Context: an optimization exercise on an open-source flow, tuned for small area. The choices shown serve that exercise and are no tape-out recipe. Function was checked by simulation only, so behaviour that the tests miss may differ from the original. Power and IR drop assume default switching activity.

File: design.v
module bar_animator
#(
  parameter int VALUE_W      = 7,
  parameter int MAX_UNITS    = 100,
  parameter int PX_PER_UNIT  = 3,
  parameter int FLASH_FRAMES = 16,
  parameter int STEP_UNITS   = 1
) (
  input  logic             clk60MHz,
  input  logic             rst,
  input  logic             i_tick,
  input  logic [VALUE_W:0] i_value,
  input  logic [1:0]       i_mode,
  output logic [11:0]      o_len,
  output logic             o_neg,
  output logic             o_flash
);
  localparam logic [1:0] CENTRED = 2'd2;
  localparam int DW   = VALUE_W + 2;
  localparam int FC_W = ($clog2(FLASH_FRAMES + 1) < 2) ? 2 : $clog2(FLASH_FRAMES + 1);
  localparam logic signed [DW:0]   STEP_W = (DW+1)'(STEP_UNITS);
  localparam logic signed [DW-1:0] STEP_D = DW'(STEP_UNITS);
  logic [VALUE_W-1:0]   w_mag, w_tgt_mag, r_prev_mag;
  logic signed [DW-1:0] w_tgt_pos, w_tgt, w_next, r_disp;
  logic signed [DW:0]   w_diff;
  logic [DW-1:0]        w_abs;
  logic [FC_W-1:0]      r_flash;
  logic [11:0]          r_len;
  logic                 r_tick_d;
  assign w_mag     = i_value[VALUE_W-1:0];
  assign w_tgt_mag = (w_mag > VALUE_W'(MAX_UNITS)) ? VALUE_W'(MAX_UNITS) : w_mag;
  assign w_tgt_pos = $signed({2'b00, w_tgt_mag});
  assign w_tgt     = (i_mode == CENTRED && i_value[VALUE_W]) ? -w_tgt_pos : w_tgt_pos;
  assign w_diff    = {w_tgt[DW-1], w_tgt} - {r_disp[DW-1], r_disp};
  assign w_abs     = r_disp[DW-1] ? -r_disp : r_disp;
  always_comb begin
    w_next = w_tgt;
    if (w_diff > STEP_W)       w_next = r_disp + STEP_D;
    else if (w_diff < -STEP_W) w_next = r_disp - STEP_D;
  end
  always_ff @(posedge clk60MHz) begin
    if (rst) begin
      r_disp     <= '0;
      r_prev_mag <= '0;
      r_flash    <= '0;
      r_len      <= '0;
      r_tick_d   <= 1'b0;
    end else begin
      r_tick_d <= i_tick;
      if (i_tick) begin
        r_disp     <= w_next;
        r_prev_mag <= w_tgt_mag;
        if (w_tgt_mag < r_prev_mag) r_flash <= FC_W'(FLASH_FRAMES);
        else if (r_flash != '0)     r_flash <= r_flash - FC_W'(1);
      end
      if (r_tick_d) r_len <= 12'(w_abs) * 12'(PX_PER_UNIT);
    end
  end
  assign o_len   = r_len;
  assign o_neg   = r_disp[DW-1];
  assign o_flash = (r_flash != '0) && r_flash[1];
endmodule
module draw_bar_overlay
#(
  parameter int NUM_BARS     = 3,
  parameter int VALUE_W      = 7,
  parameter int MAX_UNITS    = 100,
  parameter int PX_PER_UNIT  = 3,
  parameter int BAR_H        = 20,
  parameter int BORDER_W     = 5,
  parameter int FLASH_FRAMES = 16,
  parameter int STEP_UNITS   = 1
) (
  input  logic                            clk60MHz,
  input  logic                            rst,
  input  logic [NUM_BARS-1:0][VALUE_W:0]  bar_value,
  input  logic [NUM_BARS-1:0][1:0]        bar_mode,
  input  logic [NUM_BARS-1:0][10:0]       bar_xpos,
  input  logic [NUM_BARS-1:0][10:0]       bar_ypos,
  input  logic [NUM_BARS-1:0][11:0]       bar_colour,
  input  logic [NUM_BARS-1:0][11:0]       bar_colour_neg,
  input  logic [10:0]                     in_vcount,
  input  logic                            in_vsync,
  input  logic                            in_vblnk,
  input  logic [10:0]                     in_hcount,
  input  logic                            in_hsync,
  input  logic                            in_hblnk,
  input  logic [11:0]                     in_rgb,
  output logic [10:0]                     out_vcount,
  output logic                            out_vsync,
  output logic                            out_vblnk,
  output logic [10:0]                     out_hcount,
  output logic                            out_hsync,
  output logic                            out_hblnk,
  output logic [11:0]                     out_rgb
);
  localparam logic [1:0]  GROW_RIGHT     = 2'd0;
  localparam logic [1:0]  GROW_LEFT      = 2'd1;
  localparam logic [1:0]  CENTRED        = 2'd2;
  localparam logic [1:0]  BAR_OFF        = 2'd3;
  localparam logic [11:0] BAR_FLASH_RGB  = 12'hFFF;
  localparam logic [11:0] BAR_BORDER_RGB = 12'h000;
  localparam logic signed [12:0] FW  = 13'(MAX_UNITS * PX_PER_UNIT);
  localparam logic signed [12:0] BW  = 13'(BORDER_W);
  localparam logic signed [12:0] BH1 = 13'(BAR_H - 1);
  localparam logic signed [12:0] ONE = 13'sd1;
  logic                      r_vblnk;
  logic                      w_tick;
  logic [NUM_BARS-1:0][11:0] w_len;
  logic [NUM_BARS-1:0]       w_neg, w_flash;
  logic signed [12:0]                    w_x, w_y;
  logic [12:0]               w_px;
  logic [11:0]               w_rgb;
  assign w_tick = in_vblnk & ~r_vblnk;
  assign w_x    = $signed({2'b00, in_hcount});
  assign w_y    = $signed({2'b00, in_vcount});
  for (genvar g = 0; g < NUM_BARS; g++) begin : g_bar
    bar_animator #(
      .VALUE_W(VALUE_W), .MAX_UNITS(MAX_UNITS), .PX_PER_UNIT(PX_PER_UNIT),
      .FLASH_FRAMES(FLASH_FRAMES), .STEP_UNITS(STEP_UNITS)
    ) u_anim (
      .clk60MHz(clk60MHz), .rst(rst), .i_tick(w_tick),
      .i_value(bar_value[g]), .i_mode(bar_mode[g]),
      .o_len(w_len[g]), .o_neg(w_neg[g]), .o_flash(w_flash[g])
    );
  end
  function automatic logic [12:0] bar_px(
    input logic signed [12:0] x, input logic signed [12:0] y, input logic signed [12:0] xp, input logic signed [12:0] yp,
    input logic [1:0] mode, input logic [11:0] len, input logic neg,
    input logic flash, input logic [11:0] col, input logic [11:0] col_neg);
    logic signed [12:0] fxl, fxh, lo, hi, l;
    logic in_frame, in_ring, in_fill;
    logic [11:0] c;
    l   = $signed({1'b0, len});
    fxl = xp;
    fxh = xp;
    lo  = xp;
    hi  = xp - ONE;
    case (mode)
      GROW_RIGHT: begin fxh = xp + FW - ONE; hi = xp + l - ONE; end
      GROW_LEFT:  begin fxl = xp - FW + ONE; lo = xp - l + ONE; hi = xp; end
      CENTRED: begin
        fxl = xp - FW;
        fxh = xp + FW;
        if (neg) begin lo = xp - l; hi = xp - ONE; end
        else     begin lo = xp + ONE; hi = xp + l; end
      end
      default: ;
    endcase
    in_frame = x >= fxl && x <= fxh && y >= yp && y <= yp + BH1;
    in_ring  = !in_frame && x >= fxl - BW && x <= fxh + BW &&
               y >= yp - BW && y <= yp + BH1 + BW;
    in_fill  = len != '0 && x >= lo && x <= hi && y >= yp && y <= yp + BH1;
    c = flash ? BAR_FLASH_RGB : ((mode == CENTRED && neg) ? col_neg : col);
    if (mode == BAR_OFF) bar_px = 13'd0;
    else if (in_ring)    bar_px = {1'b1, BAR_BORDER_RGB};
    else if (in_fill)    bar_px = {1'b1, c};
    else                 bar_px = 13'd0;
  endfunction
  always_comb begin
    w_rgb = in_rgb;
    w_px  = '0;
    for (int i = NUM_BARS - 1; i >= 0; i--) begin
      w_px = bar_px(w_x, w_y, $signed({2'b00, bar_xpos[i]}), $signed({2'b00, bar_ypos[i]}),
                    bar_mode[i], w_len[i], w_neg[i], w_flash[i],
                    bar_colour[i], bar_colour_neg[i]);
      if (w_px[12]) w_rgb = w_px[11:0];
    end
  end
  always_ff @(posedge clk60MHz) begin
    if (rst) begin
      r_vblnk    <= 1'b0;
      out_vcount <= '0;
      out_vsync  <= 1'b0;
      out_vblnk  <= 1'b0;
      out_hcount <= '0;
      out_hsync  <= 1'b0;
      out_hblnk  <= 1'b0;
      out_rgb    <= '0;
    end else begin
      r_vblnk    <= in_vblnk;
      out_vcount <= in_vcount;
      out_vsync  <= in_vsync;
      out_vblnk  <= in_vblnk;
      out_hcount <= in_hcount;
      out_hsync  <= in_hsync;
      out_hblnk  <= in_hblnk;
      out_rgb    <= w_rgb;
    end
  end
endmodule
module bar_overlay #(
  parameter int NUM_BARS = 4
) (
  input  logic                  clk,
  input  logic                  rst,
  input  logic [NUM_BARS*8-1:0]  bar_value,
  input  logic [NUM_BARS*2-1:0]  bar_mode,
  input  logic [NUM_BARS*11-1:0] bar_xpos,
  input  logic [NUM_BARS*11-1:0] bar_ypos,
  input  logic [NUM_BARS*12-1:0] bar_colour,
  input  logic [NUM_BARS*12-1:0] bar_colour_neg,
  input  logic [10:0]           in_vcount,
  input  logic                  in_vsync,
  input  logic                  in_vblnk,
  input  logic [10:0]           in_hcount,
  input  logic                  in_hsync,
  input  logic                  in_hblnk,
  input  logic [11:0]           in_rgb,
  output logic [10:0]           out_vcount,
  output logic                  out_vsync,
  output logic                  out_vblnk,
  output logic [10:0]           out_hcount,
  output logic                  out_hsync,
  output logic                  out_hblnk,
  output logic [11:0]           out_rgb
);
  draw_bar_overlay #(.NUM_BARS(NUM_BARS)) u_ovl (
    .clk60MHz(clk), .rst(rst),
    .bar_value(bar_value), .bar_mode(bar_mode),
    .bar_xpos(bar_xpos), .bar_ypos(bar_ypos),
    .bar_colour(bar_colour), .bar_colour_neg(bar_colour_neg),
    .in_vcount(in_vcount), .in_vsync(in_vsync), .in_vblnk(in_vblnk),
    .in_hcount(in_hcount), .in_hsync(in_hsync), .in_hblnk(in_hblnk),
    .in_rgb(in_rgb),
    .out_vcount(out_vcount), .out_vsync(out_vsync), .out_vblnk(out_vblnk),
    .out_hcount(out_hcount), .out_hsync(out_hsync), .out_hblnk(out_hblnk),
    .out_rgb(out_rgb)
  );
endmodule
File: run.sh
#!/bin/bash
# synth_recipe.tcl (not shown) runs the flow's synth.tcl, then flattens the netlist and writes it again
# the make line also repeats each setting of config.mk as NAME=value (left out here)
make -C /OpenROAD-flow-scripts/flow DESIGN_CONFIG=/design/flow/config.mk WORK_HOME=/design/flow/orfs CLKGATE_MAP_FILE= SYNTH_SCRIPT=/design/flow/synth_recipe.tcl finish
File: config.mk
export PLATFORM = sky130hd
export DESIGN_NAME = bar_overlay
export DESIGN_NICKNAME = bar_overlay
export VERILOG_FILES = /design/flow/design.v
export SDC_FILE = /design/flow/constraint.sdc
export NUM_CORES = 4
export LEC_CHECK = 0
export CAP_MARGIN = 20
export CORE_MARGIN = 2
export CORE_UTILIZATION = 40
export SLEW_MARGIN = 20
File: constraint.sdc
create_clock -name core_clock -period 10.0 [get_ports {clk}]
set_input_delay 2.0000 -clock core_clock [delete_from_list [all_inputs] [get_ports {clk}]]
set_output_delay 2.0000 -clock core_clock [all_outputs]
set_load 0.01 [all_outputs]
==> summary.txt <==
## cell usage after synthesis, drive strengths merged, types with 31 or more instances
cell type,instances,area share [%]
buf,76,0.84
nand2,481,4.2
nor2b,126,1.8
o2111ai,31,0.63
ha,708,21
a31oi,68,1.0
o22ai,61,0.89
o211ai,66,1.2
nor3,165,2.0
and2,37,0.54
nand3,192,2.2
xor2,114,2.3
inv,401,3.5
nor2,439,3.9
dfxtp,167,7.8
xnor2,351,7.2
a21o,105,1.8
o221ai,40,0.89
a211oi,98,1.8
or3,46,0.67
mux2i,77,1.8
and3,73,1.1
a221oi,37,0.80
clkbuf,249,2.2
nand4,69,1.0
nand2b,98,1.5
o21a,79,1.4
a21oi,410,4.8
a22oi,45,0.79
o21ai,353,4.1
o31ai,47,0.84
nor4,76,1.1
## sequential cells by signal, indices dropped and copies added (netlist names)
name,cells
u_ovl.g_bar.u_anim.r_disp,36
u_ovl.g_bar.u_anim.r_flash,20
u_ovl.g_bar.u_anim.r_len,44
u_ovl.g_bar.u_anim.r_prev_mag,28
u_ovl.g_bar.u_anim.r_tick_d,1
u_ovl.out_hblnk,1
u_ovl.out_hcount,11
u_ovl.out_hsync,1
u_ovl.out_rgb,12
u_ovl.out_vblnk,1
u_ovl.out_vcount,11
u_ovl.out_vsync,1
## final cells by class
| type | count | area, µm² | share of cell area [%] |
|---|---|---|---|
| multi-input cells | 5074 | 36670 | 76.83 |
| repair buffers | 404 | 3735 | 7.826 |
| flip-flops and latches | 167 | 3344 | 7.008 |
| well taps | 1403 | 1755 | 3.678 |
| inverters | 416 | 1562 | 3.272 |
| clock buffers | 18 | 429.2 | 0.8992 |
| clock inverters | 14 | 211.5 | 0.4431 |
| diodes | 8 | 20.02 | 0.04195 |
## routing by layer
metal	wire [µm]	up-vias	track usage [%]
met1	73980	21760	39.71
met4	5859	18	10.26
met2	68190	1794	42.64
li1	-	22280	-
met3	13540	277	4.724
met5	125	-	0
## logic make-up after synthesis
group                    Yosys count
AND/OR/NAND/NOR                 1985
AO/OA/AOI/OAI                   1810
buffers and inverters            741
adder cells (fa/ha/maj)          725
XOR/XNOR                         465
flip-flops                       167
multiplexers                      89
## report_power, final
group          switching [mW]  total, mW  leakage (nW)  internal, mW
Clock                   0.356      0.760         0.304         0.405
Sequential              0.120      0.866          1.37         0.746
Combinational            2.23       3.74          17.7          1.51
Total                    2.71       5.37          19.4          2.66
## per-stage QoR
step	instance area [µm²]	utilization (%)	std cells	setup slack (ns)	total power, mW
after floorplan	42840	-	5982	3.264	3.499
after global placement	47050	44.13	7463	1.486	4.490
after detailed placement	47060	44.14	7464	1.441	4.532
after CTS	47700	44.74	7496	1.953	5.320
after global routing	47720	44.76	7502	1.497	5.820
final	47720	44.77	7504	1.866	5.367
## worst min path at each step
| stage | start | slack, ns | end | depth (start not counted) |
|---|---|---|---|---|
| detailed placement | u_ovl.g_bar[0].u_anim.r_prev_mag[5] | 0.45 | u_ovl.g_bar[0].u_anim.r_prev_mag[5] | 2 |
| floorplan | u_ovl.g_bar[0].u_anim.r_prev_mag[3] | 0.44 | u_ovl.g_bar[0].u_anim.r_prev_mag[3] | 2 |
| CTS | u_ovl.g_bar[0].u_anim.r_prev_mag[5] | 0.46 | u_ovl.g_bar[0].u_anim.r_prev_mag[5] | 2 |
| global placement | u_ovl.g_bar[1].u_anim.r_prev_mag[6] | 0.44 | u_ovl.g_bar[1].u_anim.r_prev_mag[6] | 2 |
| finish | u_ovl.g_bar[2].u_anim.r_prev_mag[6] | 0.46 | u_ovl.g_bar[2].u_anim.r_prev_mag[6] | 2 |
| global route | u_ovl.g_bar[1].u_anim.r_prev_mag[3] | 0.48 | u_ovl.g_bar[1].u_anim.r_prev_mag[3] | 2 |
## critical path, stage by stage
cell and delay, ns:
clkdlybuf4s50_1 0.46, buf_4 0.29, clkinv_1 0.31, ha_1 0.53
and4bb_2 0.34, a22oi_1 0.10, o21ai_0 0.25, o21ai_0 0.28
nand3b_1 0.30, or4b_2 0.68, xnor2_1 0.15, ha_1 0.31
o21a_1 0.12, o32ai_1 0.07, a31oi_1 0.19, nand2_1 0.07
mux2_2 0.29, o211ai_1 0.14, o221ai_1 0.35, a211oi_1 0.33
nand3_1 0.49, o221ai_1 0.44
==> results.py <==
metrics = {
    "grt": {
        "antenna_found_initial": 14,
        "overflow": 0,
        "grt_pass1_vias": 42480,
        "grt_start_max_net_pins": 81,
        "track_usage_pct": 28.12,
        "grt_pass1_wl_mm": 248.5,
    },
    "worst_setup_path": {
        "critPathCaptureType": "flop",
        "crit_fanout": 26,
        "criticalPathCategory": "input port to flop",
        "rrSetupSlack_ns": 3.66,
        "start_kind": "input port",
        "critPathCapture": "u_ovl.out_rgb[10]",
        "crit_start": "bar_xpos[2]",
        "r2r_start": "u_ovl.g_bar[0].u_anim.r_len[0]",
        "cp_data_required_time_ns": 10.40,
        "worstPathArrival_ns": 8.53,
        "r2r_end": "u_ovl.out_rgb[10]",
        "ff2ff_path_depth": 21,
    },
    "cells_and_area": {
        "nFillCells": 10940,
        "drive_above_1_share_pct": 4.218,
        "nets": 7068,
        "area_delta_synth_final_pct": 11.41,
        "layout_commonest_cell": "ha_1",
        "mostFrequentLayoutCells": "ha_1 (708), nand2_1 (481), nor2_1 (436)",
    },
    "floorplan": {
        "floorplan.initialDensity_pct": 40.18,
        "die_y_um": 331.2,
        "core_mm2": 0.1066,
        "pin_count": 302,
        "fp.dieW_um": 331.2,
        "die-area_mm2": 0.1097,
        "row_count": 120,
    },
    "power": {
        "leakage_nw": 19.36,
        "pwr_density_cell_mw_per_mm2": 112.5,
        "ir_worst_vdd_uv": 144.4,
    },
    "drt": {
        "drt.antenna.violating_nets": 0,
        "drtIter0Drc": 4184,
        "drt_wl_total_mm": 161.7,
        "vias_per_cell": 6.147,
        "drc_errors": 0,
        "drt_pre_antenna_iters": 6,
        "wl_per_cell_um": 21.55,
        "dr_total_vias": 46130,
    },
    "cts": {
        "cts_sinks": 167,
        "cts_buffers": 17,
        "cts_resized": 0,
        "cts_tree": "built",
        "clock_latency_ns": 0.50,
        "ctsRootBufferMaster": "clkbuf_16",
        "post-cts-setup-buffers": 0,
        "holdBufCountCts": 0,
        "htreeDepth": 4,
        "path_clk_slew_ns": 0.08,
        "clockBufferDepth": 2,
    },
    "status": {
        "outcome": "timing/DRC/antenna clean",
    },
    "timing": {
        "rsz0062_at_grt": "no",
        "setup_tns_ns": 0,
        "holdWs_ns": 0.4570,
        "hold_viol": 0,
        "tightestPinTransition_ns": 1.298,
        "maxSlewHeadroom_pct": 12.93,
        "fmax_ghz": 0.1229,
        "fin_crit_sh_pct": 81.34,
        "drv_slew": 0,
        "finalSetupViolations": 0,
        "period_minus_slack_ns": 8.134,
        "skew_ns": 0.01468,
    },
    "synthesis": {
        "synthFlopType": "dfxtp_1",
        "syn-num-nets": 6970,
        "synth-edff-count": 0,
        "synth_cells": 5982,
        "synth-seq-area-share_pct": 7.805,
        "synth_compound_area_share_pct": 28.89,
        "syn_area_mm2": 0.04284,
        "ys_seq_elements": 167,
        "synth-adder-area-share_pct": 21.45,
        "yosys.area_share.xor_xnor_pct": 9.508,
        "async_flop_share_pct": 0,
        "muxShareOfSynthArea_pct": 2.115,
        "syn-mean-instance-area_um2": 7.161,
        "synth_warnings": 2,
        "yosys.area_share.simple_pct": 23.55,
        "synth_top_family_by_area": "compound AO/OA/AOI/OAI gates",
        "synth_cell_types": 114,
    },
    "place": {
        "gp_congestion": 0.9479,
        "dp_hpwl_mm": 124.2,
        "portBuffers": 301,
    },
    "job": {
        "cap_violations": 0,
    },
    "worst_hold_path": {
        "hold_path_class": "flop to flop",
    },
}

-- what the ideal ports hide --
Ports are ideal in the flow. The routed layout listed here was re-timed in OpenROAD.
Step 1, drivers: a clkbuf_16 drives clk and a buf_2 each remaining input, both assumed.
Step 2 also shifts input and output timing later by t, the mid clock arrival at the registers, as if the neighbouring blocks saw the same clock.
Three values: ideal ports, drivers, drivers and shift; two values: the first two.
t (ns): 0.546
setup WS [ns]: 1.866 / 1.893 / 1.347
pins driven straight from the clock port: 1
After both steps setup and hold are still met in this run. For this run, drivers alone change the setup slack by +0.027 ns; drivers and shift together by -0.519 ns.
